Context: an optimization exercise on an open-source flow, tuned for small area, a short achievable clock period and few clock cycles per item. The choices shown serve that exercise and are no tape-out recipe.
Only simulation tests tie the RTL to the original design; equivalence was not proved.
Power and IR drop assume default switching activity.

==> flow/design.v <==
package expr_token_pkg;
	typedef logic [2:0] tok_val_t;
	typedef enum logic [2:0] {
		OP_ADD = 3'd0,
		OP_SUB = 3'd1,
		OP_MUL = 3'd2,
		OP_ABS = 3'd3,
		OP_TWO = 3'd4
	} opcode_e;
	typedef logic signed [31:0] result_t;
endpackage
package expr_ctrl_pkg;
	typedef enum logic {
		PREFIX  = 1'b0,
		POSTFIX = 1'b1
	} notation_e;
endpackage
`timescale 1ns/10ps
module expr_alu (
	input  logic                     ninv,   
	input  logic                     qinv,   
	input  logic                     cin,
	input  expr_token_pkg::result_t  p,
	input  expr_token_pkg::result_t  q,
	input  expr_token_pkg::result_t  mcand,
	input  logic [5:0]               bsel,   
	input  expr_token_pkg::result_t  acc,
	output expr_token_pkg::result_t  t,      
	output expr_token_pkg::result_t  y_mul
);
	typedef expr_token_pkg::result_t word_t;
	logic [32:0] tc;
	assign tc = {p ^ {32{ninv}}, 1'b1} + {q, cin};
	assign t  = tc[32:1];
	logic  one0, two0, neg0, one1, two1, use_acc;
	word_t r0, r1;
	logic [32:0] cpa;
	assign {one0, two0, neg0, one1, two1, use_acc} = bsel;
	assign r0 = ({32{one0}} & mcand | {32{two0}} & (mcand << 1)) ^ {32{neg0}};
	assign r1 = {32{one1}} & (mcand << 2) | {32{two1}} & (mcand << 3) | {32{use_acc}} & acc;
	assign cpa   = {r0, 1'b1} + {r1, neg0};
	assign y_mul = cpa[32:1];
endmodule
`timescale 1ns/10ps
module stack_evaluator (
	input  logic       pmode,      
	input  logic       drn,        
	input  logic       c0v,
	input  logic [3:0] c0,         
	input  logic       c1v,
	input  logic [3:0] c1,
	input  logic       ov0,        
	input  logic       oh0,        
	input  logic [2:0] oop0,
	output logic       alu_go,
	output logic       cfg_sx,     
	output logic [2:0] aop,
	output logic [1:0] ncons,
	output logic       push_x,
	output logic       ld_c0,
	output logic       ld_c1,
	output logic       o_push,
	output logic       o_push_has,
	output logic       o_set_has
);
	always_comb begin
		alu_go     = 1'b0;
		cfg_sx     = 1'b0;
		aop        = c0[2:0];
		ncons      = 2'd0;
		push_x     = 1'b0;
		ld_c0      = 1'b0;
		ld_c1      = 1'b0;
		o_push     = 1'b0;
		o_push_has = 1'b0;
		o_set_has  = 1'b0;
		if (pmode) begin
			if (c0v && c0[3]) begin
				alu_go = 1'b1;
				cfg_sx = 1'b1;
				aop    = c0[2:0];
				ncons  = 2'd1;
			end else if (c0v && c1v && c1[3]) begin
				alu_go = 1'b1;
				aop    = c1[2:0];
				ncons  = 2'd2;
			end else if (c0v) begin
				push_x = 1'b1;
				ld_c0  = 1'b1;
				ncons  = 2'd1;
			end
		end else begin
			if (drn) begin
				alu_go = 1'b1;
				cfg_sx = 1'b1;
				aop    = oop0;
			end else if (c0v && c0[3] && c1v && !c1[3]) begin
				o_push     = 1'b1;
				o_push_has = 1'b1;
				push_x     = 1'b1;
				ld_c1      = 1'b1;
				ncons      = 2'd2;
			end else if (c0v && c0[3]) begin
				o_push = 1'b1;
				ncons  = 2'd1;
			end else if (c0v && !(ov0 && oh0)) begin
				push_x    = 1'b1;
				ld_c0     = 1'b1;
				o_set_has = 1'b1;
				ncons     = 2'd1;
			end else if (c0v) begin
				alu_go = 1'b1;
				aop    = oop0;
				ncons  = 2'd1;
			end
		end
	end
endmodule
`timescale 1ns/10ps
module expr_eval_top (
	input  logic                     clk_2,
	input  logic                     rst_n,
	input  logic                     in_valid,
	input  expr_token_pkg::tok_val_t tok_in,
	input  logic                     op_flag,
	input  logic                     mode,
	output logic                     out_valid,
	output expr_token_pkg::result_t  result
);
	localparam int NT = 19;  
	localparam int NS = 9;   
	localparam int NC = 4;   
	localparam int NO = 9;   
	typedef expr_token_pkg::result_t word_t;
	logic       fr;          
	logic       en;          
	logic       pmode;       
	logic [4:0] wp;          
	logic [4:0] rp;          
	logic [4:0] rem;         
	logic       c0v, c1v, c2v, c3v;   
	logic [3:0] tbuf [0:NT-1];
	logic [3:0] c0, c1;      
	word_t         x;        
	logic          xv;       
	logic          xl;       
	logic          pb;       
	logic          xlast;    
	word_t         cs [0:NC-1];
	logic [2:0]    ls [0:NS-1];
	logic [NS-1:0] ts;       
	logic [NO-1:0] ov;       
	logic [NO-1:0] oh;       
	logic [2:0]    oop [0:NO-1];
	logic          drn;      
	logic          busy;     
	logic          absb;     
	word_t         acc;
	logic       qls_r;       
	logic       qtk_r;       
	logic       sub_r;       
	logic       pinv_r;      
	logic       qinv_r;      
	logic [4:0] opk_r;       
	logic       mcs_r;       
	logic [5:0] bsel_r;      
	logic       tok_new, ended;
	logic [3:0] pins;
	assign tok_new = in_valid & ~en;
	assign ended   = en | (fr & ~in_valid);
	assign pins    = {op_flag, tok_in};
	word_t s0;
	assign s0 = ts[0] ? cs[0] : {29'd0, ls[0]};
	logic       alu_go, cfg_sx, push_x, ld_c0, ld_c1;
	logic       o_push, o_push_has, o_set_has;
	logic [2:0] aop;
	logic [1:0] ncons;
	stack_evaluator u_dec (
		.pmode      (pmode),
		.drn        (drn),
		.c0v        (c0v),
		.c0         (c0),
		.c1v        (c1v),
		.c1         (c1),
		.ov0        (ov[0]),
		.oh0        (oh[0]),
		.oop0       (oop[0]),
		.alu_go     (alu_go),
		.cfg_sx     (cfg_sx),
		.aop        (aop),
		.ncons      (ncons),
		.push_x     (push_x),
		.ld_c0      (ld_c0),
		.ld_c1      (ld_c1),
		.o_push     (o_push),
		.o_push_has (o_push_has),
		.o_set_has  (o_set_has)
	);
	word_t p, q, y, t, y_mul, mcand;
	logic  is_mul, mul_slow, mul_setup, mul_iter, abs_setup, fin;
	logic  cs0_fit, x_fit, x_last;
	assign p = x;
	assign q = {{29{mcs_r}} & cs[0][31:3] | {29{qinv_r}},
	            {3{mcs_r}} & cs[0][2:0] | {3{qls_r}} & ls[0] | {3{qtk_r}} & (c0[2:0] ^ {3{qinv_r}})};
	assign cs0_fit = (cs[0][31:3] == 29'd0) || (cs[0][31:3] == {29{1'b1}});
	assign x_fit   = (x[31:3] == 29'd0) || (x[31:3] == {29{1'b1}});
	assign x_last  = xlast;
	assign is_mul    = alu_go && (aop == 3'd2);
	assign mul_slow  = cfg_sx && ts[0] && !xl;
	assign mul_setup = is_mul && mul_slow && !busy;
	assign mul_iter  = is_mul && mul_slow && busy && !x_last;
	assign abs_setup = alu_go && (aop == 3'd3) && !absb;
	assign fin       = alu_go && !mul_setup && !mul_iter && !abs_setup;
	assign mcand = mcs_r ? cs[0] : x;
	expr_alu u_alu (
		.ninv  (pinv_r),
		.qinv  (qinv_r),
		.cin   (sub_r),
		.p     (p),
		.q     (q),
		.mcand (mcand),
		.bsel  (bsel_r),
		.acc   (acc),
		.t     (t),
		.y_mul (y_mul)
	);
	logic sel_t, sel_m, sel_2, x_t;
	assign sel_t = opk_r[0] || opk_r[1];
	assign sel_m = opk_r[2];
	assign sel_2 = opk_r[3];
	assign y = {32{sel_t}} & t | {32{sel_m}} & y_mul | {32{sel_2}} & {t[30:0], 1'b0};
	assign x_t = (fin || abs_setup) && sel_t;
	assign result = out_valid ? x : '0;
	logic last_op, drained, comp, idle_fin, clr;
	assign last_op  = pmode || !ov[1];
	assign drained  = (ncons == 2'd2) ? !c2v : (ncons == 2'd1) ? !c1v : !c0v;
	assign comp     = fin && ended && drained && last_op;
	assign idle_fin = ended && !c0v && !busy && !drn;
	assign clr      = comp || idle_fin;
	logic [1:0] n;
	logic [4:0] rem_n;
	logic       do_push, do_pop, x_small, o_pop;
	assign n       = (mul_setup || mul_iter || abs_setup) ? 2'd0 : ncons;
	assign rem_n   = rem - {3'd0, n} + {4'd0, tok_new};
	assign do_push = push_x && xv;
	assign do_pop  = fin && cfg_sx;
	assign x_small = (x[31:3] == 29'd0);
	assign o_pop   = fin && !pmode;
	logic       pmode_d, drn_d, c0v_d, c1v_d, ov0_d, oh0_d, ts0_d, xl_d, pb_d, busy_d;
	logic [2:0] ls0_d;
	word_t      xn_d;    
	logic [3:0] c0_d, c1_d;
	logic [2:0] oop0_d;
	logic [3:0] b2, b3;
	logic [4:0] rp2, rp3;
	assign rp2 = rp + 5'd2;
	assign rp3 = rp + 5'd3;
	assign b2  = (rp2 < 5'(NT)) ? tbuf[rp2] : 4'd0;
	assign b3  = (rp3 < 5'(NT)) ? tbuf[rp3] : 4'd0;
	assign pmode_d = (in_valid && !fr) ? mode : pmode;
	logic c4v, c5v, c2v_d, c3v_d;
	logic [5:0] vth;
	assign c4v = (rem > 5'd4);
	assign c5v = (rem > 5'd5);
	assign vth = {c5v, c4v, c3v, c2v, c1v, c0v};
	always_comb begin
		c0v_d = 1'b0;
		c1v_d = 1'b0;
		c2v_d = 1'b0;
		c3v_d = 1'b0;
		if (!clr) begin
			case ({n, tok_new})
				3'b001: {c3v_d, c2v_d, c1v_d, c0v_d} = {vth[2:0], 1'b1};
				3'b000, 3'b011: {c3v_d, c2v_d, c1v_d, c0v_d} = vth[3:0];
				3'b010, 3'b101: {c3v_d, c2v_d, c1v_d, c0v_d} = vth[4:1];
				default: {c3v_d, c2v_d, c1v_d, c0v_d} = vth[5:2];
			endcase
		end
	end
	assign drn_d   = !clr && (o_pop ? (ov[1] && oh[1]) : drn);
	assign ov0_d   = !clr && (o_push ? 1'b1 : o_pop ? ov[1] : ov[0]);
	assign oh0_d   = o_push ? o_push_has : (o_pop || o_set_has) ? 1'b1 : oh[0];
	assign oop0_d  = o_push ? c0[2:0] : o_pop ? oop[1] : oop[0];
	assign ts0_d   = do_push ? !x_small : do_pop ? ts[1] : ts[0];
	assign ls0_d   = (do_push && x_small) ? x[2:0] : (do_pop && !ts[0]) ? ls[1] : ls[0];
	assign busy_d  = !clr && (mul_setup || mul_iter);
	always_comb begin
		case (n)
			2'd0: begin
				c0_d = c0v ? c0 : pins;
				c1_d = c1v ? c1 : pins;
			end
			2'd1: begin
				c0_d = c1v ? c1 : pins;
				c1_d = c2v ? b2 : pins;
			end
			default: begin
				c0_d = c2v ? b2 : pins;
				c1_d = c3v ? b3 : pins;
			end
		endcase
	end
	logic swap;
	assign swap = !x_fit && cs0_fit;
	always_comb begin
		xl_d = xl;
		pb_d = pb;
		xn_d = x;
		if (fin || abs_setup) begin
			xl_d = 1'b0;
		end else if (mul_setup) begin
			xl_d = 1'b0;
			pb_d = 1'b0;
			if (swap) xn_d = cs[0];
		end else if (mul_iter) begin
			pb_d = x[1];
			xn_d = x >>> 2;
		end else if (ld_c0) begin
			xl_d = 1'b1;
			xn_d = {29'd0, c0[2:0]};
		end else if (ld_c1) begin
			xl_d = 1'b1;
			xn_d = {29'd0, c1[2:0]};
		end
	end
	logic       nx_cfg_sx;
	logic [2:0] nx_aop;
	stack_evaluator u_dec_next (
		.pmode      (pmode_d),
		.drn        (drn_d),
		.c0v        (c0v_d),
		.c0         (c0_d),
		.c1v        (c1v_d),
		.c1         (c1_d),
		.ov0        (ov0_d),
		.oh0        (oh0_d),
		.oop0       (oop0_d),
		.alu_go     (),
		.cfg_sx     (nx_cfg_sx),
		.aop        (nx_aop),
		.ncons      (),
		.push_x     (),
		.ld_c0      (),
		.ld_c1      (),
		.o_push     (),
		.o_push_has (),
		.o_set_has  ()
	);
	logic [2:0] nd;
	logic [5:0] nx_bsel;
	always_comb begin
		if (!nx_cfg_sx)   nd = c0_d[2:0];
		else if (!ts0_d)  nd = ls0_d;
		else              nd = xn_d[2:0];
		if (busy_d) begin
			nx_bsel = {xn_d[0] ^ pb_d,
			           (xn_d[1] & ~xn_d[0] & ~pb_d) | (~xn_d[1] & xn_d[0] & pb_d),
			           xn_d[1], 1'b0, 1'b0, 1'b1};
		end else begin
			nx_bsel = {nd[0], nd[1] & ~nd[0], nd[1], nd[2] ^ nd[1], nd[2] & nd[1], 1'b0};
		end
	end
	always_ff @(posedge clk_2) begin
		if (abs_setup) begin
			qls_r  <= 1'b0;
			qtk_r  <= 1'b0;
			sub_r  <= t[31];
			pinv_r <= t[31];
			qinv_r <= 1'b0;
		end else begin
			qls_r  <= nx_cfg_sx && !ts0_d;
			qtk_r  <= !nx_cfg_sx;
			sub_r  <= (nx_aop == 3'd1) || (nx_aop == 3'd4);
			pinv_r <= ((nx_aop == 3'd1) || (nx_aop == 3'd4)) && nx_cfg_sx;
			qinv_r <= ((nx_aop == 3'd1) || (nx_aop == 3'd4)) && !nx_cfg_sx;
		end
		opk_r  <= {nx_aop > 3'd4, nx_aop == 3'd4, nx_aop == 3'd2, nx_aop == 3'd3,
		           nx_aop == 3'd0 || nx_aop == 3'd1};
		mcs_r  <= nx_cfg_sx && ts0_d && !abs_setup;
		bsel_r <= nx_bsel;
	end
	always_ff @(posedge clk_2 or negedge rst_n) begin
		if (!rst_n) begin
			fr        <= 1'b0;
			en        <= 1'b0;
			wp        <= '0;
			rp        <= '0;
			rem       <= '0;
			c0v       <= 1'b0;
			c1v       <= 1'b0;
			c2v       <= 1'b0;
			c3v       <= 1'b0;
			xv        <= 1'b0;
			ov        <= '0;
			drn       <= 1'b0;
			busy      <= 1'b0;
			absb      <= 1'b0;
			out_valid <= 1'b0;
		end else begin
			out_valid <= comp;
			c0v       <= c0v_d;
			c1v       <= c1v_d;
			c2v       <= c2v_d;
			c3v       <= c3v_d;
			drn       <= drn_d;
			if (clr) begin
				fr   <= 1'b0;
				en   <= 1'b0;
				wp   <= '0;
				rp   <= '0;
				rem  <= '0;
				xv   <= 1'b0;
				ov   <= '0;
				busy <= 1'b0;
				absb <= 1'b0;
			end else begin
				if (tok_new) begin
					fr <= 1'b1;
					wp <= wp + 5'd1;
				end
				if (fr && !in_valid) en <= 1'b1;
				rp   <= rp + {3'd0, n};
				rem  <= rem_n;
				busy <= busy_d;
				absb <= abs_setup;
				if (fin || push_x) xv <= 1'b1;
				if (o_push) begin
					ov <= {ov[NO-2:0], 1'b1};
				end else if (o_pop) begin
					ov <= {1'b0, ov[NO-1:1]};
				end
			end
		end
	end
	always_ff @(posedge clk_2) begin
		pmode <= pmode_d;
		c0    <= c0_d;
		c1    <= c1_d;
		xl    <= xl_d;
		pb    <= pb_d;
		xlast <= (xn_d[31:1] == 31'd0) || (xn_d[31:1] == {31{1'b1}});
		if (tok_new && wp < 5'(NT)) tbuf[wp] <= pins;
	end
	always_ff @(posedge clk_2) begin
		x   <= {32{x_t}} & t
		     | {32{fin && sel_m}} & y_mul | {32{fin && sel_2}} & {t[30:0], 1'b0}
		     | {32{!fin && !abs_setup}} & xn_d;
		acc <= mul_setup ? '0 : y_mul;
		if (do_push) begin
			ts <= {ts[NS-2:0], !x_small};
			if (x_small) begin
				ls[0] <= x[2:0];
				for (int i = 1; i < NS; i++) ls[i] <= ls[i-1];
			end else begin
				cs[0] <= x;
				for (int i = 1; i < NC; i++) cs[i] <= cs[i-1];
			end
		end else if (do_pop) begin
			ts <= {1'b0, ts[NS-1:1]};
			if (ts[0]) begin
				for (int i = 0; i < NC - 1; i++) cs[i] <= cs[i+1];
			end else begin
				for (int i = 0; i < NS - 1; i++) ls[i] <= ls[i+1];
			end
		end else if (mul_iter) begin
			cs[0] <= cs[0] << 2;
		end else if (mul_setup) begin
			if (swap) cs[0] <= x;
		end
		if (o_push) begin
			oop[0] <= c0[2:0];
			oh[0]  <= o_push_has;
			for (int i = 1; i < NO; i++) begin
				oop[i] <= oop[i-1];
				oh[i]  <= oh[i-1];
			end
		end else if (o_pop) begin
			for (int i = 0; i < NO - 1; i++) begin
				oop[i] <= oop[i+1];
				oh[i]  <= oh[i+1];
			end
			oh[0] <= 1'b1;
		end else if (o_set_has) begin
			oh[0] <= 1'b1;
		end
	end
endmodule
==> flow/flow/run.sh <==
#!/bin/bash
# Standard layout, with timing repair aiming for more setup slack.
set -euo pipefail
bash standard.sh SETUP_SLACK_MARGIN=7 finish > standard_flow.log 2>&1
==> flow/standard.sh <==
#!/bin/bash
# synth_recipe.tcl (not shown) runs the flow's synth.tcl, then flattens the netlist and writes it again
# the make line also repeats each setting of config.mk as NAME=value (left out here)
make -C /OpenROAD-flow-scripts/flow DESIGN_CONFIG=/design/flow/config.mk WORK_HOME=/design/flow/orfs CLKGATE_MAP_FILE= SYNTH_SCRIPT=/design/flow/synth_recipe.tcl "${@:-finish}"
==> flow/config.mk <==
export PLATFORM = sky130hd
export DESIGN_NAME = expr_eval_top
export DESIGN_NICKNAME = expr_eval_top
export VERILOG_FILES = /design/flow/design.v
export SDC_FILE = /design/flow/constraint.sdc
export NUM_CORES = 4
export LEC_CHECK = 0
export CAP_MARGIN = 20
export CORE_MARGIN = 2
export CORE_UTILIZATION = 55
export PLACE_DENSITY = 0.75
export SLEW_MARGIN = 20
export TNS_END_PERCENT = 5
==> flow/constraint.sdc <==
create_clock -name core_clock -period 10.0 [get_ports {clk_2}]
set_input_delay 2.0000 -clock core_clock [delete_from_list [all_inputs] [get_ports {clk_2}]]
set_output_delay 2.0000 -clock core_clock [all_outputs]
set_load 0.01 [all_outputs]
==> results.cfg, run 1 <==
[finish]
fill_cells = 3315
multi_input_area_um2 = 13600
final_nets = 2550
layout-drive-gt1-share = 0.226
seq_area_um2 = 11000
synthToLayoutAreaGrowth_pct = 17.5
fin_area_um2 = 29000

[clock_network]
root_buffer = clkbuf_16
cts_sinks = 403
cts_buffers = 46
clk_latency_ps = 600
cts_max_level = 2
cts.clk_slew.worst_paths_ps = 70
tritoncts = built
clock_path_buffers = 3

[power_and_ir_drop]
leakage_uw = 0.0116
p_total_uw = 10600
power.density_nw_per_um2 = 364
irDropWorstVdd_mv = 0.213

[drt]
first_iter_violations = 2838
dr_total_vias = 20693
dr.pass1.iters = 9
avgRoutedWirePerCell_um = 24.1
vias_per_cell = 6.70
detail-route-antenna-nets = 0
drc = 0
wl_um = 74500

[timing]
slew-limit-headroom = 0.246
fin_crit_sh = 0.438
setup_ws_ps = 5620
setup_violations = 0
worstMarginPinSlew_ps = 1130
skew_ps = 33.4
rsz0062_at_grt = true
max_freq_mhz = 228
slew_violations = 0
finalHoldViolCount = 0
period_needed_ps = 4380
fin_setup_tns_ps = 0
hold_ws_ps = 440

[yosys]
synth_edf_count = 273
ys_async_sr_fraction = 0.0868
ys_warn_count = 8
synth_mux_area_frac = 0.111
synth_compound_area_frac = 0.172
synth_flop_cell = edfxtp_1
synthCells = 2386
avgSynthCellArea_um2 = 10.3
ys_ff_latch = 403
synth_xor_area_frac = 0.0518
synth_area_um2 = 24700
yosysUniqueCellTypes = 101
synth_nets = 2481
yosys.area_share.simple = 0.134
synth_sequential_area_ratio = 0.445
synth_top_family_by_area = compound AO/OA/AOI/OAI gates
synth_fa_ha_area_frac = 0.0450

[placement]
numPortBuffers = 40
place_ws_ps = 4340
dpl.hpwl_um = 45200
place_congestion = 0.964
dpl_cell_area_um2 = 25500

[critical_path]
cp-end-kind = register
critPathRequiredTime_ps = 10520
critPathMaxStageDelay_ps = 460
crit_path_start = c0v
path_class = reg2reg
cp_cell_sequence = buf_6 > and4b_4 > mux2_4 > a221o_2 > nor2_4 > nor2_4 > ha_4 > or2_4 > nor2_4 > nand2_1 > a22o_1 > a21o_1 > or2_4 > o41ai_4 > mux2_4 > mux2i_4 > xor2_1 > nand2b_1 > mux2i_1
crit_family = simple AND/OR/NAND/NOR gates
cpMaxStageDelayCell = a221o_2
r2r-start = c0v
start_kind = register
cp_common_cell = nor2_4
crit_buf_inv = 1
critPathMaxFanout = 4
cp.arrival_ps = 4910

[global_route]
overflow = 0
grt_max_degree = 65
grt.total_usage = 0.299
grt_pass1_wl_um = 110000
grt_pass1_vias = 19531
antenna_found_initial = 1

[floorplan]
rows = 77
dieArea_um2 = 46600
die_y_um = 216
start_util = 0.558
io_pins = 41
die_x_um = 216
core_um2 = 44200

[status]
status = complete, no violations

[min_path]
worstHoldPathType = reg2reg
hold_path_startpoint = cs[2][0]

[flow_run]
cap_violations = 0
area by class of cell:
class                      count  area share
tap                          592      0.0255
sequential                   403       0.380
multi-input combinational   1730       0.470
clock inverter                33      0.0102
timing repair buffer         186      0.0619
inverter                      88      0.0117
antenna                        3    0.000259
clock buffer                  53      0.0413
worst paths after layout:
path	to	slack, ps	cells past startpoint
max reg2reg	sub_r	5620	19
min reg2reg	cs[3][0]	440	0
max	sub_r	5620	19
max in group asynchronous	drn	7890	1
min	cs[3][0]	440	0
min in group asynchronous	wp[0]	1510	1
registers in the layout, summed over array words and instances (netlist names), 6 cells and up:
register,flops
ts,9
tbuf,76
bsel_r,6
oh,9
cs,128
acc,32
ov,9
ls,27
oop,27
x,32
power by group:
group	switching [uW]	leakage, uW	internal [uW]
Combinational	3510	0.00718	2560
Sequential	494	0.00373	2320
Clock	730	0.000719	945
Total	4730	0.0116	5830
per-stage QoR:
stage               utilization  cells
finish                    0.656   3088
global route              0.656   3085
CTS                       0.638   3037
detailed placement        0.576   2874
global placement          0.576   2874
floorplan                     -   2386
synthesized netlist by cell type (25+ instances only):
cell type / n / area [um2]
a21oi_1: 103 / 515
dfxtp_1: 95 / 1900
edfxtp_1: 273 / 8200
ha_1: 84 / 1050
nor4_1: 25 / 156
xnor2_1: 80 / 701
a21o_1: 79 / 593
o21ai_0: 87 / 435
inv_1: 88 / 330
mux2i_1: 38 / 380
dfrtp_1: 35 / 876
mux4_2: 36 / 811
o22ai_1: 45 / 282
and2_1: 52 / 325
clkbuf_1: 118 / 443
nor3_1: 25 / 125
nor2_1: 220 / 826
nand3_1: 41 / 205
nand2_1: 194 / 728
xor2_1: 64 / 561
a221oi_1: 30 / 263
a22oi_1: 43 / 323
mux2_2: 134 / 1510
a222oi_1: 34 / 340
nand4_1: 31 / 194
per-layer routing:
layer | global-route usage | routed length (um) | vias up
li1 | - | - | 9117
met5 | 0 | 0 | -
met3 | 0.0517 | 7760 | 306
met1 | 0.408 | 29600 | 10024
met4 | 0.124 | 3720 | 0
met2 | 0.474 | 33400 | 1246
timing repair:
| action | CTS | global route |
|---|---|---|
| pin swaps | 76 | 46 |
| gates cloned | 6 | 10 |
| setup endpoints to repair | 532 | 527 |
| hold buffers | 0 | 0 |
| setup buffers | 71 | 37 |
| gates resized for setup | 151 | 75 |
cells by family after synthesis:
family,count (synthesis)
simple gates,689
compound gates,592
flops,403
buf+inv,260
mux,210
xor+xnor,145
fa+ha+maj,87
cell usage in the layout, fill, tap and decap left out, types with 64 or more instances in the layout:
cell type and count:
o21ai_0 64, buf_4 115, xnor2_1 78, mux2_2 127, dfxtp_1 83, a21o_1 79
edfxtp_1 273, ha_1 74, nand2_1 190, inv_1 85, nor2_1 210, a21oi_1 90
Testbench counts, summed over its fixed seeds: cycles 22,062, frames 1,600.
==> inputs of run 2 (changes only) <==
--- a/flow/design.v
+++ b/flow/design.v
@@ -127,7 +127,7 @@
 	output logic                     out_valid,
 	output expr_token_pkg::result_t  result
 );
-	localparam int NT = 19;  
+	localparam int NT = 16;
 	localparam int NS = 9;   
 	localparam int NC = 4;   
 	localparam int NO = 9;   
@@ -135,8 +135,8 @@
 	logic       fr;          
 	logic       en;          
 	logic       pmode;       
-	logic [4:0] wp;          
-	logic [4:0] rp;          
+	logic [3:0] wp;          
+	logic [3:0] rp;          
 	logic [4:0] rem;         
 	logic       c0v, c1v, c2v, c3v;   
 	logic [3:0] tbuf [0:NT-1];
@@ -175,27 +175,6 @@
 	logic       o_push, o_push_has, o_set_has;
 	logic [2:0] aop;
 	logic [1:0] ncons;
-	stack_evaluator u_dec (
-		.pmode      (pmode),
-		.drn        (drn),
-		.c0v        (c0v),
-		.c0         (c0),
-		.c1v        (c1v),
-		.c1         (c1),
-		.ov0        (ov[0]),
-		.oh0        (oh[0]),
-		.oop0       (oop[0]),
-		.alu_go     (alu_go),
-		.cfg_sx     (cfg_sx),
-		.aop        (aop),
-		.ncons      (ncons),
-		.push_x     (push_x),
-		.ld_c0      (ld_c0),
-		.ld_c1      (ld_c1),
-		.o_push     (o_push),
-		.o_push_has (o_push_has),
-		.o_set_has  (o_set_has)
-	);
 	word_t p, q, y, t, y_mul, mcand;
 	logic  is_mul, mul_slow, mul_setup, mul_iter, abs_setup, fin;
 	logic  cs0_fit, x_fit, x_last;
@@ -252,11 +231,11 @@
 	logic [3:0] c0_d, c1_d;
 	logic [2:0] oop0_d;
 	logic [3:0] b2, b3;
-	logic [4:0] rp2, rp3;
-	assign rp2 = rp + 5'd2;
-	assign rp3 = rp + 5'd3;
-	assign b2  = (rp2 < 5'(NT)) ? tbuf[rp2] : 4'd0;
-	assign b3  = (rp3 < 5'(NT)) ? tbuf[rp3] : 4'd0;
+	logic [3:0] rp2, rp3;
+	assign rp2 = rp + 4'd2;
+	assign rp3 = rp + 4'd3;
+	assign b2  = tbuf[rp2];
+	assign b3  = tbuf[rp3];
 	assign pmode_d = (in_valid && !fr) ? mode : pmode;
 	logic c4v, c5v, c2v_d, c3v_d;
 	logic [5:0] vth;
@@ -323,8 +302,10 @@
 			xn_d = {29'd0, c1[2:0]};
 		end
 	end
-	logic       nx_cfg_sx;
+	logic       nx_alu_go, nx_cfg_sx, nx_push_x, nx_ld_c0, nx_ld_c1;
+	logic       nx_o_push, nx_o_push_has, nx_o_set_has;
 	logic [2:0] nx_aop;
+	logic [1:0] nx_ncons;
 	stack_evaluator u_dec_next (
 		.pmode      (pmode_d),
 		.drn        (drn_d),
@@ -335,17 +316,42 @@
 		.ov0        (ov0_d),
 		.oh0        (oh0_d),
 		.oop0       (oop0_d),
-		.alu_go     (),
+		.alu_go     (nx_alu_go),
 		.cfg_sx     (nx_cfg_sx),
 		.aop        (nx_aop),
-		.ncons      (),
-		.push_x     (),
-		.ld_c0      (),
-		.ld_c1      (),
-		.o_push     (),
-		.o_push_has (),
-		.o_set_has  ()
+		.ncons      (nx_ncons),
+		.push_x     (nx_push_x),
+		.ld_c0      (nx_ld_c0),
+		.ld_c1      (nx_ld_c1),
+		.o_push     (nx_o_push),
+		.o_push_has (nx_o_push_has),
+		.o_set_has  (nx_o_set_has)
 	);
+	always_ff @(posedge clk_2 or negedge rst_n) begin
+		if (!rst_n) begin
+			alu_go     <= 1'b0;
+			cfg_sx     <= 1'b0;
+			aop        <= 3'd0;
+			ncons      <= 2'd0;
+			push_x     <= 1'b0;
+			ld_c0      <= 1'b0;
+			ld_c1      <= 1'b0;
+			o_push     <= 1'b0;
+			o_push_has <= 1'b0;
+			o_set_has  <= 1'b0;
+		end else begin
+			alu_go     <= nx_alu_go;
+			cfg_sx     <= nx_cfg_sx;
+			aop        <= nx_aop;
+			ncons      <= nx_ncons;
+			push_x     <= nx_push_x;
+			ld_c0      <= nx_ld_c0;
+			ld_c1      <= nx_ld_c1;
+			o_push     <= nx_o_push;
+			o_push_has <= nx_o_push_has;
+			o_set_has  <= nx_o_set_has;
+		end
+	end
 	logic [2:0] nd;
 	logic [5:0] nx_bsel;
 	always_comb begin
@@ -416,10 +422,10 @@
 			end else begin
 				if (tok_new) begin
 					fr <= 1'b1;
-					wp <= wp + 5'd1;
+					wp <= wp + 4'd1;
 				end
 				if (fr && !in_valid) en <= 1'b1;
-				rp   <= rp + {3'd0, n};
+				rp   <= rp + {2'd0, n};
 				rem  <= rem_n;
 				busy <= busy_d;
 				absb <= abs_setup;
@@ -439,7 +445,7 @@
 		xl    <= xl_d;
 		pb    <= pb_d;
 		xlast <= (xn_d[31:1] == 31'd0) || (xn_d[31:1] == {31{1'b1}});
-		if (tok_new && wp < 5'(NT)) tbuf[wp] <= pins;
+		if (tok_new) tbuf[wp] <= pins;
 	end
 	always_ff @(posedge clk_2) begin
 		x   <= {32{x_t}} & t
==> flow/flow/run.sh (replaced) <==
#!/bin/bash
# Standard layout, with timing repair aiming for more setup slack.
set -euo pipefail
bash standard.sh SETUP_SLACK_MARGIN=6 finish > standard_flow.log 2>&1
--- a/flow/config.mk
+++ b/flow/config.mk
@@ -10,4 +10,3 @@
 export CORE_UTILIZATION = 55
 export PLACE_DENSITY = 0.75
 export SLEW_MARGIN = 20
-export TNS_END_PERCENT = 5
==> results.cfg, run 2 <==
[status]
status = complete, no violations

[critical_path]
cp_cell_sequence = buf_12 > mux2_4 > a222oi_1 > inv_1 > ha_4 > a211oi_2 > a21boi_2 > o22ai_1 > or3_4 > a221o_1 > a31o_2 > o41ai_4 > buf_4 > o221ai_2 > xnor2_2 > o211ai_1
cp-end-kind = register
crit_buf_inv = 3
critPathMaxStageDelay_ps = 400
crit_family = compound AO/OA/AOI/OAI gates
critPathMaxFanout = 5
start_kind = register
cpMaxStageDelayCell = or3_4
cp.arrival_ps = 4600
critPathRequiredTime_ps = 10450
path_class = reg2reg

[power_and_ir_drop]
comb_power_share = 0.579
swShare = 0.439
p_int_uw = 5570
irDropWorstVdd_mv = 0.206
p_seq_frac = 0.268
leakage_uw = 0.0109
p_clk_frac = 0.153
power.density_nw_per_um2 = 355
p_total_uw = 9920
switching_power_uw = 4350

[drt]
drc = 0
avgRoutedWirePerCell_um = 24.1
first_iter_violations = 2264
dr_total_vias = 19393
vias_per_cell = 6.64
detail-route-antenna-nets = 0
dr.pass1.iters = 6
wl_um = 70400

[finish]
final_nets = 2401
antenna_cells_inserted = 0
synthToLayoutAreaGrowth_pct = 16.0
fill_cells = 3311
regMostFlops = cs
final_common_cell = edfxtp_1
largest_register_ffs = 128
reg_top3 = cs: 128 flops, tbuf: 64 flops
layout-drive-gt1-share = 0.234
final_cell_mix = edfxtp_1, nor2_1, a21oi_1

[yosys]
ys_async_sr_fraction = 0.112
avgSynthCellArea_um2 = 10.6
yosysUniqueCellTypes = 93
synth_area_um2 = 24100
yosys.area_share.simple = 0.118
synthCells = 2272
synth_flop_cell = edfxtp_1
synth_top_family_by_area = compound AO/OA/AOI/OAI gates
synth_commonest_cells = edfxtp_1, nor2_1, mux2_2, a21oi_1, nand2_1
synth_compound_area_frac = 0.168
synth_fa_ha_area_frac = 0.0455
synth_area_leaders = edfxtp_1, dfxtp_1, mux2_2
ys_ff_latch = 401
yosysTopAreaCell = edfxtp_1
synth_top_area_share = 0.325
yosysMostFrequentCell = edfxtp_1
synth_xor_area_frac = 0.0519
synth_mux_area_frac = 0.130
synth_edf_count = 261
synth_sequential_area_ratio = 0.450
synth_nets = 2366
ys_warn_count = 5

[placement]
numPortBuffers = 40
place_ws_ps = 4630
place_congestion = 0.961
dpl.hpwl_um = 45400

[floorplan]
rows = 76
io_pins = 41
start_util = 0.559
die_y_um = 213
die_x_um = 213
core_um2 = 43200
dieArea_um2 = 45600

[timing]
rsz0062_at_grt = true
setup_ws_ps = 5850
slew-limit-headroom = 0.198
fin_crit_sh = 0.415
setup_violations = 0
period_needed_ps = 4150
max_freq_mhz = 241
slew_violations = 0
skew_ps = 13.1
finalHoldViolCount = 0
worstMarginPinSlew_ps = 1200
fin_setup_tns_ps = 0

[clock_network]
cts_max_level = 2
cts.clk_slew.worst_paths_ps = 60
clk_latency_ps = 580
ctsHoldBuffers = 0
tritoncts = built
root_buffer = clkbuf_16
clock_path_buffers = 3
cts_buffers = 41
cts_sinks = 401

[global_route]
grt_pass1_wl_um = 108000
grt_max_degree = 70
antenna_found_initial = 0
overflow = 0
grt.total_usage = 0.305
grt_pass1_vias = 19059

[flow_run]
cap_violations = 0

[min_path]
worstHoldPathType = reg2reg
## run 2: logic make-up after synthesis
family,count (synthesis)
multiplexers,248
adder cells (fa/ha/maj),86
flip-flops,401
buffers and inverters,229
AO/OA/AOI/OAI,588
AND/OR/NAND/NOR,578
XOR/XNOR,142
## run 2: power by group through the flow
stage	registers [uW]	clock network [uW]	logic (uW)
after floorplan	2330	0	3840
after global placement	2640	0	4640
after detailed placement	2650	0	4730
after CTS	2630	1540	5150
after global routing	2670	1600	6200
final	2660	1520	5750
## run 2: repair_timing
action / 4_1_cts / 5_1_grt
buffers inserted: 41 / 38
cloned: 4 / 0
pin swaps: 48 / 46
setup endpoints to repair: 129 / 77
gates resized for setup: 114 / 96
## run 2: final cells by class
| cell class | count | area, um2 | area share |
|---|---|---|---|
| clock buffers | 54 | 1140 | 0.0407 |
| inverters | 68 | 268 | 0.00957 |
| well taps | 585 | 732 | 0.0262 |
| repair buffers | 152 | 1430 | 0.0510 |
| flip-flops and latches | 401 | 10900 | 0.390 |
| multi-input cells | 1643 | 13300 | 0.477 |
| clock inverters | 18 | 170 | 0.00608 |
## run 2: per-stage QoR
step	cell area, um2	instances	utilization	hold slack, ps
3_3_place_gp	25000	2765	0.579	425
5_1_grt	28000	2921	0.648	459
3_5_place_dp	25000	2765	0.579	431
4_1_cts	27200	2882	0.630	444
6_report	28000	2921	0.648	445
2_1_floorplan	24300	2272	-	420
## run 2: worst paths after layout
kind	start	end	slack, ps	cells after the start
setup / recovery	mcs_r	x[31]	5850	16
hold / removal	cs[2][26]	cs[3][26]	440	0
setup reg to reg	mcs_r	x[31]	5850	16
hold reg to reg	cs[2][26]	cs[3][26]	440	0
max in group asynchronous	rst_n	out_valid	8130	1
min in group asynchronous	rst_n	rem[4]	1420	1
## run 2: worst reg2reg max path: stages (launching register included)
cell	delay (ps)
dfxtp_4	390
buf_12	130
mux2_4	320
a222oi_1	380
inv_1	130
ha_4	260
a211oi_2	170
a21boi_2	200
o22ai_1	100
or3_4	400
a221o_1	380
a31o_2	300
o41ai_4	250
buf_4	180
o221ai_2	120
xnor2_2	200
o211ai_1	110
## run 2: per-layer routing
metal,track usage,vias to the layer above,part of all wire
met5,0,-,0
li1,-,8666,-
met4,0.164,0,0.057
met1,0.382,9534,0.39
met3,0.0393,246,0.075
met2,0.515,947,0.48
Testbench counts of run 2, summed over its fixed seeds: cycles 22,062, frames 1,600.
==> inputs of run 3 (changes only) <==
==> flow/flow/run.sh (replaced) <==
#!/bin/bash
# Standard layout, with timing repair aiming for more setup slack.
set -euo pipefail
bash standard.sh SETUP_SLACK_MARGIN=7 finish > standard_flow.log 2>&1
--- a/flow/config.mk
+++ b/flow/config.mk
@@ -10,3 +10,4 @@
 export CORE_UTILIZATION = 55
 export PLACE_DENSITY = 0.75
 export SLEW_MARGIN = 20
+export TNS_END_PERCENT = 5
==> results.cfg, run 3 <==
[drt]
vias_per_cell = 6.69
wl_um = 71200
avgRoutedWirePerCell_um = 24.0
drc = 0
dr.pass1.iters = 9
first_iter_violations = 2755
dr_total_vias = 19833
detail-route-antenna-nets = 0

[finish]
multi_input_area_um2 = 13600
final_cells = 2965
final_util = 0.664
final_cell_mix = edfxtp_1, nor2_1, a21oi_1
final_nets = 2441
layout-drive-gt1-share = 0.260
fill_cells = 3195
synthToLayoutAreaGrowth_pct = 18.8
regMostFlops = cs
final_common_cell = edfxtp_1
reg_top3 = cs: 128 flops, tbuf: 64 flops
largest_register_ffs = 128
seq_area_um2 = 10900

[min_path]
worstHoldPathType = reg2reg
hold_path_startpoint = cs[2][23]
whs_path_depth = 0
holdPathEnd = cs[3][23]

[placement]
numPortBuffers = 40
place_congestion = 0.969
place_ws_ps = 4520
place_inst = 2765
dpl.hpwl_um = 44300

[floorplan]
io_pins = 41
die_y_um = 213
dieArea_um2 = 45600
core_um2 = 43200
start_util = 0.559
die_x_um = 213
rows = 76

[yosys]
synthCells = 2272
yosysTopAreaCell = edfxtp_1
synth_commonest_cells = edfxtp_1, nor2_1, mux2_2, a21oi_1, nand2_1
synth_top_area_share = 0.325
synth_flop_cell = edfxtp_1
ys_warn_count = 5
synth_area_leaders = edfxtp_1, dfxtp_1, mux2_2
synth_edf_count = 261
ys_async_sr_fraction = 0.112
synth_area_um2 = 24100
avgSynthCellArea_um2 = 10.6
yosysMostFrequentCell = edfxtp_1
synth_sequential_area_ratio = 0.450
synth_nets = 2366
ys_ff_latch = 401
yosysUniqueCellTypes = 93

[timing]
period_needed_ps = 4170
worstMarginPinSlew_ps = 1140
skew_ps = 31.1
fin_crit_sh = 0.417
slew_violations = 0
setup_ws_ps = 5830
fin_setup_tns_ps = 0
max_freq_mhz = 240
rsz0062_at_grt = true
finalHoldViolCount = 0
slew-limit-headroom = 0.243
setup_violations = 0

[critical_path]
cp_cell_sequence = and2_1 > clkdlybuf4s50_1
crit_buf_inv = 1
r2r-start = mcs_r
path_class = reg2out
critPathRequiredTime_ps = 8000
r2r_end = pinv_r
cp-end-kind = output pin
crit_family = flip-flops
start_kind = register
cp.arrival_ps = 2170
critPathMaxStageDelay_ps = 810
reg2reg_depth = 18
critPathMaxFanout = 10
cpMaxStageDelayCell = dfxtp_1
r2r_slack_ps = 5890

[clock_network]
root_buffer = clkbuf_16
ctsHoldBuffers = 0
clk_latency_ps = 590
cts_max_level = 2
cts_buffers = 43
clock_path_buffers = 3
cts_sinks = 401
cts.clk_slew.worst_paths_ps = 60
tritoncts = built

[power_and_ir_drop]
power.density_nw_per_um2 = 351
leakage_uw = 0.0112
irDropWorstVdd_mv = 0.212

[global_route]
grt_util_met2 = 0.503
busiest_layer = met2
grt_max_degree = 78
antenna_found_initial = 0
grt_pass1_vias = 18915
overflow = 0
grt.total_usage = 0.305
use_met1 = 0.380
grt_pass1_wl_um = 108000
use_met3 = 0.0523

[flow_run]
cap_violations = 0

[status]
status = complete, no violations
run 3: cells by family after synthesis:
logic type               Yosys count  share of synthesized area
adder cells (fa/ha/maj)           86                     0.0455
AND/OR/NAND/NOR                  578                      0.118
buffers and inverters            229                     0.0365
XOR/XNOR                         142                     0.0519
AO/OA/AOI/OAI                    588                      0.168
multiplexers                     248                      0.130
flip-flops                       401                      0.450
run 3: how the worst max path moves through the flow:
stage | start | endpoint | cells past startpoint
after floorplan | in_valid | pinv_r | 11
final | x[25] | result[25] | 2
after CTS | mcs_r | x[23] | 15
after global routing | mcs_r | pinv_r | 18
after global placement | in_valid | pinv_r | 10
after detailed placement | in_valid | pinv_r | 10
run 3: power by group:
part           switching (uW)  total [uW]  internal (uW)
logic                    3230        5780           2550
registers                 470        2670           2200
clock network             695        1620            924
run 3: worst reg2reg max path, delay by kind of cell (launching register included):
family	cells	cell delay [ps]
compound gates	9	1870
buf+inv	6	820
fa+ha+maj	1	400
flops	1	360
simple gates	1	260
mux	1	260
run 3: per-stage QoR:
stage               area, um2  hold WS, ps  power (uW)
floorplan               24200          420        6140
global placement        25000          423        7210
detailed placement      25000          431        7330
CTS                     27600          431        9620
global route            28700          443       10600
finish                  28700          431       10100
run 3: metal layers:
layer | part of all wire | vias up | wire [um]
li1 | - | 8784 | -
met1 | 0.38 | 9573 | 26900
met2 | 0.47 | 1158 | 33600
met3 | 0.084 | 318 | 5980
met4 | 0.066 | 0 | 4730
met5 | 0 | - | 0
run 3: repair_timing:
item / in CTS / in global routing
pin swaps: 62 / 50
buffers inserted: 52 / 59
cloned: 4 / 6
endpoints found under the setup margin: 373 / 317
resized for setup: 155 / 116
run 3: area by class of cell:
type,instances,area share
antenna,1,0.0000873
clock buffer,46,0.0379
clock inverter,31,0.0108
inverter,68,0.00934
multi-input combinational,1646,0.474
sequential,401,0.380
tap,585,0.0255
timing repair buffer,187,0.0619
==> inputs of run 4 (changes only) <==
==> flow/flow/run.sh (replaced) <==
#!/bin/bash
# Standard layout, with timing repair aiming for more setup slack.
set -euo pipefail
bash standard.sh SETUP_SLACK_MARGIN=6 finish > standard_flow.log 2>&1
--- a/flow/config.mk
+++ b/flow/config.mk
@@ -7,7 +7,6 @@
 export LEC_CHECK = 0
 export CAP_MARGIN = 20
 export CORE_MARGIN = 2
-export CORE_UTILIZATION = 55
-export PLACE_DENSITY = 0.75
+export CORE_UTILIZATION = 60
+export PLACE_DENSITY = 0.85
 export SLEW_MARGIN = 20
-export TNS_END_PERCENT = 5
==> results.cfg, run 4 <==
[global_route]
overflow = 0
antenna_found_initial = 1
grt_max_degree = 79
grt.total_usage = 0.340
grt_pass1_vias = 19341
grt_pass1_wl_um = 110000

[power_and_ir_drop]
swShare = 0.444
p_int_uw = 5550
comb_power_share = 0.574
leakage_uw = 0.0109
switching_power_uw = 4430
p_clk_frac = 0.152
p_total_uw = 9980
irDropWorstVdd_mv = 0.223
p_seq_frac = 0.274
power.density_nw_per_um2 = 359

[yosys]
synth_commonest_cells = edfxtp_1, nor2_1, mux2_2, a21oi_1, nand2_1
synth_area_um2 = 24100
yosysUniqueCellTypes = 93
ys_async_sr_fraction = 0.112
yosysTopAreaCell = edfxtp_1
ys_warn_count = 5
avgSynthCellArea_um2 = 10.6
ys_ff_latch = 401
synthCells = 2272
yosysMostFrequentCell = edfxtp_1
synth_sequential_area_ratio = 0.450
synth_nets = 2366
synth_edf_count = 261
synth_top_area_share = 0.325
synth_area_leaders = edfxtp_1, dfxtp_1, mux2_2
synth_flop_cell = edfxtp_1

[finish]
antenna_cells_inserted = 0
regMostFlops = cs
largest_register_ffs = 128
final_util = 0.700
layout-drive-gt1-share = 0.232
final_nets = 2400
final_cell_mix = edfxtp_1, nor2_1, a21oi_1
final_common_cell = edfxtp_1
fin_area_um2 = 27800
reg_top3 = cs: 128 flops, tbuf: 64 flops
synthToLayoutAreaGrowth_pct = 15.2
final_cells = 2864

[drt]
dr_total_vias = 19967
avgRoutedWirePerCell_um = 25.4
first_iter_violations = 2633
wl_um = 72900
detail-route-antenna-nets = 0
route.met2.wl_um = 34500
dr.pass1.iters = 10
top_layer = met5
drc = 0
dr_wl_met3_um = 6590
vias_per_cell = 6.97
wl_met1_um = 26600

[timing]
max_freq_mhz = 241
slew_violations = 0
fin_setup_tns_ps = 0
period_needed_ps = 4150
rsz0062_at_grt = true
slew-limit-headroom = 0.247
setup_violations = 0
skew_ps = 24.6
fin_crit_sh = 0.415
finalHoldViolCount = 0
worstMarginPinSlew_ps = 1130

[floorplan]
die_y_um = 205
dieArea_um2 = 41800
rows = 73
start_util = 0.607
die_x_um = 205
core_um2 = 39700
io_pins = 41

[critical_path]
reg2reg_depth = 16
crit_path_start = mcs_r
r2r-start = mcs_r
start_kind = register
path_class = reg2reg
timing.critical_path.to = x[22]
r2r_slack_ps = 5850
r2r_end = x[22]
cp-end-kind = register
critPathMaxFanout = 6
cp.arrival_ps = 4610
critPathRequiredTime_ps = 10460

[clock_network]
clk_latency_ps = 590
cts_buffers = 42
tritoncts = built
clock_path_buffers = 3
cts.clk_slew.worst_paths_ps = 60
ctsHoldBuffers = 0
cts_sinks = 401
cts_max_level = 2
root_buffer = clkbuf_16

[flow_run]
cap_violations = 0

[placement]
place_inst = 2705
numPortBuffers = 40
dpl_cell_area_um2 = 24900
place_congestion = 0.975
dpl.hpwl_um = 46000

[status]
status = complete, no violations

[min_path]
worstHoldPathType = reg2reg
[run 4: what timing repair did]
action | CTS | global route
pin swaps | 40 | 50
resized for setup | 98 | 106
buffers inserted | 40 | 36
gates cloned | 5 | 0
setup endpoints to repair | 97 | 93
[run 4: worst max-delay path: stages (launching register included)]
cell and delay (ps):
dfxtp_4 360, buf_12 130, buf_16 130, buf_4 140, a222oi_1 350, inv_1 100, ha_1 290, a21o_1 220
a21oi_4 200, o311ai_4 120, a221o_1 410, a211o_4 430, a2111oi_4 380, nor2_2 120, xor2_2 200, a221oi_2 330
o21ai_1 120
[run 4: through the flow]
step | setup slack [ps] | hold WS, ps
finish | 5850 | 448
global route | 5720 | 458
CTS | 5960 | 448
detailed placement | 4580 | 432
global placement | 4790 | 423
floorplan | 5710 | 420
[run 4: kinds of logic after synthesis]
group                      synth area share
xor gates and xnor gates             0.0519
buffers and inverters                0.0365
and+or+nand+nor                       0.118
DFF                                   0.450
AOI/OAI and AO/OA                     0.168
adders and majority gates            0.0455
muxes                                 0.130
[run 4: layout make-up]
| type | instances | area, um2 |
|---|---|---|
| Tap cell | 525 | 657 |
| Clock inverter | 24 | 186 |
| Clock buffer | 53 | 1110 |
| Inverter | 68 | 268 |
| Timing Repair Buffer | 150 | 1370 |
| Fill cell | 2734 | 11900 |
| Sequential cell | 401 | 10900 |
| Multi-Input combinational cell | 1643 | 13300 |
[run 4: worst min-delay path by stage]
stage,endpoint,start,depth (start not counted),slack [ps]
floorplan,cs[3][0],cs[2][0],0,420
global placement,ls[8][1],ls[7][1],0,420
detailed placement,cs[3][26],cs[2][26],0,430
CTS,cs[3][25],cs[2][25],0,450
global route,cs[3][2],cs[2][2],0,460
finish,cs[3][25],cs[2][25],0,450
[run 4: power groups by stage]
stage / clock network (uW) / logic, uW / registers (uW)
after floorplan: 0 / 3840 / 2330
after global routing: 1590 / 6150 / 2740
after detailed placement: 0 / 4680 / 2710
after global placement: 0 / 4520 / 2690
final: 1520 / 5730 / 2730
after CTS: 1530 / 5090 / 2690
[run 4: per-layer routing]
layer	GRT usage	vias up
met5	0	-
met2	0.562	1276
li1	-	8678
met4	0.208	2
met1	0.413	9680
met3	0.0660	331
==> inputs of run 5 (changes only) <==
--- a/flow/design.v
+++ b/flow/design.v
@@ -327,6 +327,10 @@
 		.o_push_has (nx_o_push_has),
 		.o_set_has  (nx_o_set_has)
 	);
+	logic       fx_cfg;
+	logic [2:0] fx_aop;
+	assign fx_cfg = pmode_d ? c0_d[3] : drn_d;
+	assign fx_aop = !pmode_d ? oop0_d : c0_d[3] ? c0_d[2:0] : c1_d[2:0];
 	always_ff @(posedge clk_2 or negedge rst_n) begin
 		if (!rst_n) begin
 			alu_go     <= 1'b0;
@@ -355,7 +359,7 @@
 	logic [2:0] nd;
 	logic [5:0] nx_bsel;
 	always_comb begin
-		if (!nx_cfg_sx)   nd = c0_d[2:0];
+		if (!fx_cfg)   nd = c0_d[2:0];
 		else if (!ts0_d)  nd = ls0_d;
 		else              nd = xn_d[2:0];
 		if (busy_d) begin
@@ -374,15 +378,15 @@
 			pinv_r <= t[31];
 			qinv_r <= 1'b0;
 		end else begin
-			qls_r  <= nx_cfg_sx && !ts0_d;
-			qtk_r  <= !nx_cfg_sx;
-			sub_r  <= (nx_aop == 3'd1) || (nx_aop == 3'd4);
-			pinv_r <= ((nx_aop == 3'd1) || (nx_aop == 3'd4)) && nx_cfg_sx;
-			qinv_r <= ((nx_aop == 3'd1) || (nx_aop == 3'd4)) && !nx_cfg_sx;
+			qls_r  <= fx_cfg && !ts0_d;
+			qtk_r  <= !fx_cfg;
+			sub_r  <= (fx_aop == 3'd1) || (fx_aop == 3'd4);
+			pinv_r <= ((fx_aop == 3'd1) || (fx_aop == 3'd4)) && fx_cfg;
+			qinv_r <= ((fx_aop == 3'd1) || (fx_aop == 3'd4)) && !fx_cfg;
 		end
-		opk_r  <= {nx_aop > 3'd4, nx_aop == 3'd4, nx_aop == 3'd2, nx_aop == 3'd3,
-		           nx_aop == 3'd0 || nx_aop == 3'd1};
-		mcs_r  <= nx_cfg_sx && ts0_d && !abs_setup;
+		opk_r  <= {fx_aop > 3'd4, fx_aop == 3'd4, fx_aop == 3'd2, fx_aop == 3'd3,
+		           fx_aop == 3'd0 || fx_aop == 3'd1};
+		mcs_r  <= fx_cfg && ts0_d && !abs_setup;
 		bsel_r <= nx_bsel;
 	end
 	always_ff @(posedge clk_2 or negedge rst_n) begin
--- a/flow/config.mk
+++ b/flow/config.mk
@@ -7,6 +7,6 @@
 export LEC_CHECK = 0
 export CAP_MARGIN = 20
 export CORE_MARGIN = 2
-export CORE_UTILIZATION = 60
-export PLACE_DENSITY = 0.85
+export CORE_UTILIZATION = 55
+export PLACE_DENSITY = 0.75
 export SLEW_MARGIN = 20
==> results.cfg, run 5 <==
[timing]
slew-limit-headroom = 0.254
skew_ps = 22.7
finalHoldViolCount = 0
slew_violations = 0
worstMarginPinSlew_ps = 1110
period_needed_ps = 4020
setup_violations = 0
fin_crit_sh = 0.402
rsz0062_at_grt = true
hold_ws_ps = 446
fin_setup_tns_ps = 0
max_freq_mhz = 249

[finish]
seq_area_um2 = 10900
reg_top3 = cs: 128 flops, tbuf: 64 flops
layout-drive-gt1-share = 0.189
synthToLayoutAreaGrowth_pct = 13.0
final_common_cell = edfxtp_1
largest_register_ffs = 128
final_util = 0.627
final_cell_mix = edfxtp_1, nor2_1, mux2_2
fill_cells = 3452
antenna_cells_inserted = 0
final_nets = 2310
regMostFlops = cs
multi_input_area_um2 = 12500

[yosys]
avgSynthCellArea_um2 = 10.7
yosysMostFrequentCell = edfxtp_1
synth_top_area_share = 0.330
synth_flop_cell = edfxtp_1
yosysTopAreaCell = edfxtp_1
synth_edf_count = 261
synthCells = 2216
synth_commonest_cells = edfxtp_1, nor2_1, mux2_2, nand2_1, a21oi_1
synth_area_leaders = edfxtp_1, dfxtp_1, mux2_2
yosysUniqueCellTypes = 83
synth_sequential_area_ratio = 0.457
ys_async_sr_fraction = 0.112
ys_ff_latch = 401
synth_area_um2 = 23800
ys_warn_count = 5
synth_nets = 2310

[clock_network]
cts_sinks = 401
cts.clk_slew.worst_paths_ps = 60
root_buffer = clkbuf_16
cts_buffers = 44
ctsHoldBuffers = 0
clock_path_buffers = 3
cts_max_level = 2
tritoncts = built
clk_latency_ps = 590

[critical_path]
path_class = reg2out
cp-end-kind = output pin
cp.arrival_ps = 2020
cpMaxStageDelayCell = dfxtp_1
cp_cell_sequence = and2_1 > clkdlybuf4s50_1
start_kind = register
critPathRequiredTime_ps = 8000
critPathMaxFanout = 9
critPathMaxStageDelay_ps = 700

[floorplan]
start_util = 0.555
rows = 76
io_pins = 41
core_um2 = 42900
dieArea_um2 = 44900
die_x_um = 212
die_y_um = 212

[drt]
dr.pass1.iters = 8
wl_um = 67000
dr_total_vias = 18634
avgRoutedWirePerCell_um = 23.6
detail-route-antenna-nets = 0
drc = 0
vias_per_cell = 6.58
first_iter_violations = 2146

[placement]
numPortBuffers = 40
dpl.hpwl_um = 44700
place_congestion = 0.966

[global_route]
grt.total_usage = 0.295
grt_pass1_wl_um = 103000
grt_pass1_vias = 17954
overflow = 0
antenna_found_initial = 0
grt_max_degree = 84

[power_and_ir_drop]
irDropWorstVdd_mv = 0.231
leakage_uw = 0.0104
power.density_nw_per_um2 = 365

[min_path]
worstHoldPathType = reg2reg

[flow_run]
cap_violations = 0

[status]
status = complete, no violations
-- run 5: worst paths after layout --
path                       cells past startpoint          to      from  slack, ps
setup / recovery                               2  result[28]     x[28]       5980
hold / removal                                 0    cs[3][9]  cs[2][9]        450
setup reg to reg                              17       x[29]     mcs_r       5980
hold reg to reg                                0    cs[3][9]  cs[2][9]        450
max in group asynchronous                      2   out_valid     rst_n       8160
min in group asynchronous                      1         c0v     rst_n       1340
-- run 5: report_power, final --
group          total, uW  switching (uW)  internal, uW
clock network       1550             677           871
logic               5710            3300          2410
registers           2560             383          2170
total               9810            4360          5450
-- run 5: metrics by stage --
step                      setup slack (ps)  std cells  power (uW)  instance area [um2]
after floorplan                       5860       2216        6230                23900
after global placement                4730       2714        7450                24600
after detailed placement              4550       2714        7560                24600
after CTS                             5950       2807        9390                26400
after global routing                  5800       2834       10400                26900
final                                 5980       2834        9810                26900
-- run 5: cells by family (layout without fill, tap and decap cells) --
group | after synthesis | count (layout) | share of synthesized area
AND/OR/NAND/NOR | 562 | 563 | 0.116
XOR/XNOR | 141 | 141 | 0.0519
adder cells (fa/ha/maj) | 86 | 86 | 0.0462
AO/OA/AOI/OAI | 556 | 556 | 0.162
flip-flops | 401 | 401 | 0.457
multiplexers | 231 | 231 | 0.128
buffers and inverters | 239 | 271 | 0.0397
-- run 5: per-layer routing --
| metal | routed length (um) | share of wire | up-vias | global-route usage |
|---|---|---|---|---|
| met3 | 4720 | 0.070 | 250 | 0.0441 |
| met4 | 5000 | 0.075 | 0 | 0.191 |
| met1 | 26500 | 0.40 | 9119 | 0.375 |
| met2 | 30800 | 0.46 | 881 | 0.472 |
| met5 | 0 | 0 | - | 0 |
| li1 | - | - | 8384 | - |
-- run 5: worst max-delay path: cells and delay by family, from the launching register on --
family | cells | cell delay (ps)
AND/OR/NAND/NOR | 1 | 210
flip-flops | 1 | 700
buffers and inverters | 1 | 530
-- run 5: cell type report --
| class | count | share of cell area |
|---|---|---|
| repair buffers | 107 | 0.0387 |
| multi-input cells | 1577 | 0.466 |
| clock inverters | 18 | 0.00461 |
| flip-flops and latches | 401 | 0.405 |
| well taps | 585 | 0.0272 |
| inverters | 85 | 0.0123 |
| clock buffers | 61 | 0.0461 |
-- run 5: timing repair --
action,CTS,global route
buffers inserted,12,25
cloned,2,1
pin swaps,13,23
gates resized for setup,67,59
endpoints found under the setup margin,136,93
Testbench counts of run 5, summed over its fixed seeds: cycles 22,062, frames 1,600.
==> inputs of run 6 (changes only) <==
--- a/flow/config.mk
+++ b/flow/config.mk
@@ -10,3 +10,4 @@
 export CORE_UTILIZATION = 55
 export PLACE_DENSITY = 0.75
 export SLEW_MARGIN = 20
+export TNS_END_PERCENT = 5
==> results.cfg, run 6 <==
[clock_network]
cts.clk_slew.worst_paths_ps = 60
tritoncts = built
clk_latency_ps = 580
root_buffer = clkbuf_16
cts_buffers = 43
cts_max_level = 2
clock_path_buffers = 3
cts_sinks = 401

[finish]
fin_area_um2 = 26700
largest_register_ffs = 128
synthToLayoutAreaGrowth_pct = 12.3
antenna_cells_inserted = 0
final_cell_mix = edfxtp_1, nor2_1, mux2_2
reg_top3 = cs: 128 flops, tbuf: 64 flops
regMostFlops = cs
final_cells = 2817
layout-drive-gt1-share = 0.177
final_nets = 2293
final_common_cell = edfxtp_1

[drt]
dr.pass1.iters = 9
avgRoutedWirePerCell_um = 24.0
first_iter_violations = 1999
drc = 0
dr_total_vias = 18474
wl_um = 67500
vias_per_cell = 6.56
detail-route-antenna-nets = 0

[yosys]
ys_async_sr_fraction = 0.112
synth_flop_cell = edfxtp_1
avgSynthCellArea_um2 = 10.7
yosysUniqueCellTypes = 83
synth_area_leaders = edfxtp_1, dfxtp_1, mux2_2
yosysMostFrequentCell = edfxtp_1
ys_warn_count = 5
ys_ff_latch = 401
synth_edf_count = 261
synth_top_area_share = 0.330
synth_sequential_area_ratio = 0.457
synth_nets = 2310
yosysTopAreaCell = edfxtp_1
synth_area_um2 = 23800
synthCells = 2216
synth_commonest_cells = edfxtp_1, nor2_1, mux2_2, nand2_1, a21oi_1

[floorplan]
core_um2 = 42900
rows = 76
die_x_um = 212
dieArea_um2 = 44900
start_util = 0.555
io_pins = 41
die_y_um = 212

[timing]
slew_violations = 0
period_needed_ps = 4110
slew-limit-headroom = 0.300
max_freq_mhz = 243
finalHoldViolCount = 0
fin_crit_sh = 0.411
rsz0062_at_grt = true
fin_setup_tns_ps = 0
skew_ps = 22.4
worstMarginPinSlew_ps = 1050
setup_violations = 0

[critical_path]
path_class = reg2out
critPathMaxFanout = 10
critPathMaxStageDelay_ps = 790
cp.arrival_ps = 2110
cp_cell_sequence = and2_1 > clkdlybuf4s50_1
crit_family = flip-flops
crit_buf_inv = 1
start_kind = register
cpMaxStageDelayCell = dfxtp_1
cp-end-kind = output pin
critPathRequiredTime_ps = 8000

[global_route]
grt.total_usage = 0.301
overflow = 0
grt_pass1_vias = 17982
grt_pass1_wl_um = 104000
antenna_found_initial = 0
grt_max_degree = 65

[placement]
place_inst = 2713
numPortBuffers = 40
place_congestion = 0.966
dpl.hpwl_um = 45700
dpl_cell_area_um2 = 24600

[min_path]
worstHoldPathType = reg2reg

[status]
status = complete, no violations

[power_and_ir_drop]
irDropWorstVdd_mv = 0.231
p_total_uw = 9710
power.density_nw_per_um2 = 364
leakage_uw = 0.0104

[flow_run]
cap_violations = 0
[run 6: cell types whose count changed in the layout (fill, tap and decap cells not counted), sizes merged]
cell	change
clkbuf	-4
clkinv	+2
buf	-17
clkinvlp	+1
inv	-2
bufinv	+3
[run 6: cells by family after synthesis]
| kind of cell | count (synthesis) | share of synthesized area |
|---|---|---|
| mux | 231 | 0.128 |
| flops | 401 | 0.457 |
| fa+ha+maj | 86 | 0.0462 |
| buf+inv | 239 | 0.0397 |
| compound gates | 556 | 0.162 |
| xor+xnor | 141 | 0.0519 |
| simple gates | 562 | 0.116 |
[run 6: layout make-up]
| cell class | count | area (um2) |
|---|---|---|
| Clock buffer | 56 | 1190 |
| Sequential cell | 401 | 10900 |
| Fill cell | 3384 | 16200 |
| Inverter | 85 | 332 |
| Tap cell | 585 | 732 |
| Multi-Input combinational cell | 1577 | 12500 |
| Timing Repair Buffer | 91 | 860 |
| Clock inverter | 22 | 208 |
[run 6: worst register-to-register path, delay by kind of cell, from the launching register on]
family,cells,cell delay [ps]
adder cells (fa/ha/maj),1,420
buffers and inverters,1,300
flip-flops,1,670
AO/OA/AOI/OAI,7,1660
XOR/XNOR,2,340
AND/OR/NAND/NOR,2,550
[run 6: where the power goes]
group	switching (uW)	internal (uW)
registers	420	2170
logic	3220	2310
clock network	674	918
total	4310	5400
[run 6: routing by layer]
layer | part of all wire | track usage | vias up
met4 | 0.064 | 0.182 | 0
met5 | 0 | 0 | -
met1 | 0.39 | 0.379 | 9020
met3 | 0.066 | 0.0362 | 221
met2 | 0.48 | 0.500 | 867
li1 | - | - | 8366
[run 6: worst paths after layout]
check / cells past startpoint / to / slack (ps) / startpoint
max reg2reg: 13 / x[26] / 5950 / x[20]
max: 2 / result[24] / 5890 / x[24]
min reg2reg: 0 / cs[3][28] / 450 / cs[2][28]
min in group asynchronous: 1 / ov[4] / 1420 / rst_n
max in group asynchronous: 1 / out_valid / 8150 / rst_n
min: 0 / cs[3][28] / 450 / cs[2][28]
[run 6: metrics by stage]
stage                util  worst slack [ps]  hold slack [ps]
finish              0.623              5890              446
global route        0.623              5810              455
CTS                 0.618              5930              442
detailed placement  0.574              4430              429
global placement    0.574              4640              422
floorplan               -              5690              420
[run 6: timing repair]
action                                 in CTS  in global routing
pin swaps                                  18                 13
gates resized for setup                    72                 37
endpoints found under the hold margin       0                  0
setup endpoints to repair                 133                 94
setup buffers                              14                  8
gates cloned                                4                  0
hold buffers                                0                  0
==> inputs of run 7 (changes only) <==
--- a/flow/config.mk
+++ b/flow/config.mk
@@ -7,7 +7,6 @@
 export LEC_CHECK = 0
 export CAP_MARGIN = 20
 export CORE_MARGIN = 2
-export CORE_UTILIZATION = 55
-export PLACE_DENSITY = 0.75
+export CORE_UTILIZATION = 60
+export PLACE_DENSITY = 0.85
 export SLEW_MARGIN = 20
-export TNS_END_PERCENT = 5
==> results.cfg, run 7 <==
[floorplan]
rows = 72
start_util = 0.611
core_um2 = 38900
die_x_um = 203
dieArea_um2 = 41200

[global_route]
overflow = 0
antenna_found_initial = 0
grt_pass1_wl_um = 106000
grt_pass1_vias = 18483
grt.total_usage = 0.330

[yosys]
synth_area_um2 = 23800
ys_async_sr_fraction = 0.112
synthCells = 2216
yosysUniqueCellTypes = 83
synth_nets = 2310
synth_area_leaders = edfxtp_1, dfxtp_1, mux2_2
synth_top_area_share = 0.330
synth_flop_cell = edfxtp_1
synth_edf_count = 261
ys_warn_count = 5
yosysTopAreaCell = edfxtp_1
ys_ff_latch = 401

[critical_path]
reg2reg_depth = 15
crit_family = compound AO/OA/AOI/OAI gates
r2r-start = x[15]
cp-end-kind = register
critPathMaxFanout = 8
crit_buf_inv = 1
start_kind = register
critPathMaxStageDelay_ps = 580
cpMaxStageDelayCell = dfxtp_1
crit_path_start = x[15]
crit_cells = 15

[timing]
setup_violations = 0
fin_crit_sh = 0.406
finalHoldViolCount = 0
max_freq_mhz = 247
rsz0062_at_grt = true
skew_ps = 20.1
slew-limit-headroom = 0.293
slew_violations = 0

[finish]
synthToLayoutAreaGrowth_pct = 13.0
final_nets = 2315
largest_register_ffs = 128
final_common_cell = edfxtp_1

[clock_network]
cts_max_level = 2
ctsHoldBuffers = 0
cts_buffers = 43
clk_latency_ps = 570
root_buffer = clkbuf_16
clock_path_buffers = 3
cts_sinks = 401
cts.clk_slew.worst_paths_ps = 60

[drt]
detail-route-antenna-nets = 0
avgRoutedWirePerCell_um = 25.3
dr.pass1.iters = 10
vias_per_cell = 6.88

[power_and_ir_drop]
p_seq_frac = 0.263
swShare = 0.447
power.density_nw_per_um2 = 372
leakage_uw = 0.0105
irDropWorstVdd_mv = 0.252
comb_power_share = 0.577
switching_power_uw = 4460

[flow_run]
cap_violations = 0

[min_path]
worstHoldPathType = reg2reg
hold_path_startpoint = cs[2][16]
whs_path_depth = 0

[placement]
dpl_cell_area_um2 = 24500
place_congestion = 0.997

[status]
status = complete, no violations
## run 7: cell counts after synthesis
Identical to the previous run, type by type.
## run 7: cells by family (layout without fill, tap and decap cells)
family	count (synthesis)	in the layout	share of synthesized area
xor+xnor	141	141	0.0519
fa+ha+maj	86	86	0.0462
compound gates	556	556	0.162
buf+inv	239	277	0.0397
mux	231	231	0.128
flops	401	401	0.457
simple gates	562	563	0.116
## run 7: through the flow
step / utilization / hold slack (ps) / worst slack [ps] / power (uW) / std cells
2_1_floorplan: - / 420 / 5860 / 6230 / 2216
3_3_place_gp: 0.631 / 425 / 4690 / 7440 / 2648
3_5_place_dp: 0.631 / 433 / 4570 / 7590 / 2648
4_1_cts: 0.676 / 445 / 5980 / 9440 / 2746
5_1_grt: 0.691 / 447 / 5760 / 10500 / 2773
6_report: 0.691 / 445 / 5940 / 9990 / 2773
## run 7: power by group through the flow
stage	sequential [uW]	combinational [uW]	clock (uW)
6_report	2630	5760	1600
5_1_grt	2640	6190	1670
4_1_cts	2600	5230	1610
3_5_place_dp	2620	4970	0
3_3_place_gp	2600	4840	0
2_1_floorplan	2310	3930	0
## run 7: layer usage
metal	track usage	routed length, um
met1	0.415	26200
met2	0.534	32700
met3	0.0427	5500
met4	0.226	5670
met5	0	0
## run 7: worst reg2reg max path, delay by kind of cell (launching register included)
family / cells / cell delay, ps
and+or+nand+nor: 2 / 580
DFF: 1 / 580
AOI/OAI and AO/OA: 9 / 1830
adders and majority gates: 1 / 420
buffers and inverters: 1 / 210
xor gates and xnor gates: 2 / 320
## run 7: cell type report
cell class	instances	area, um2	share of cell area
Timing Repair Buffer	113	1050	0.0391
Multi-Input combinational cell	1577	12600	0.467
Tap cell	518	648	0.0241
Inverter	85	332	0.0123
Clock buffer	64	1230	0.0457
Sequential cell	401	10900	0.405
Clock inverter	15	166	0.00619
## run 7: final timing paths
kind	endpoint	slack [ps]
max in group asynchronous	o_push	8120
worst min register to register	cs[3][16]	440
worst min-delay path	cs[3][16]	440
worst max register to register	x[28]	5940
worst max-delay path	x[28]	5940
min in group asynchronous	ov[1]	1450
## run 7: what timing repair did
| action | CTS | global route |
|---|---|---|
| pin swaps | 15 | 35 |
| gates cloned | 2 | 2 |
| setup buffers | 17 | 25 |
| resized for setup | 58 | 70 |
| setup endpoints to repair | 132 | 79 |

re-timing with driven ports:
How much do the figures lean on ideal ports? The routed layouts below were timed once more, with nothing changed but the port constraints.
Step 1: set_driving_cell puts a clkbuf_16 on clk_2 and a buf_2 on each other input, an assumption about the parent block.
Step 2 also shifts input and output timing later by t, the mid clock arrival at the registers, as if the neighbouring blocks saw the same clock.
a / b / c = no drivers / after step 1 / after step 2; a / b = the first two.
run | t (ns) | setup slack, ns
run 1 | 0.646 | 5.617 / 5.617 / 5.028
run 2 | 0.629 | 5.855 / 5.855 / 5.396
run 3 | 0.629 | 5.833 / 5.778 / 5.376
run 4 | 0.631 | 5.846 / 5.846 / 5.399
run 5 | 0.631 | 5.979 / 5.927 / 5.511
run 6 | 0.625 | 5.893 / 5.839 / 5.342
run 7 | 0.608 | 5.944 / 5.932 / 5.470
After both steps setup and hold are still met in every run listed.
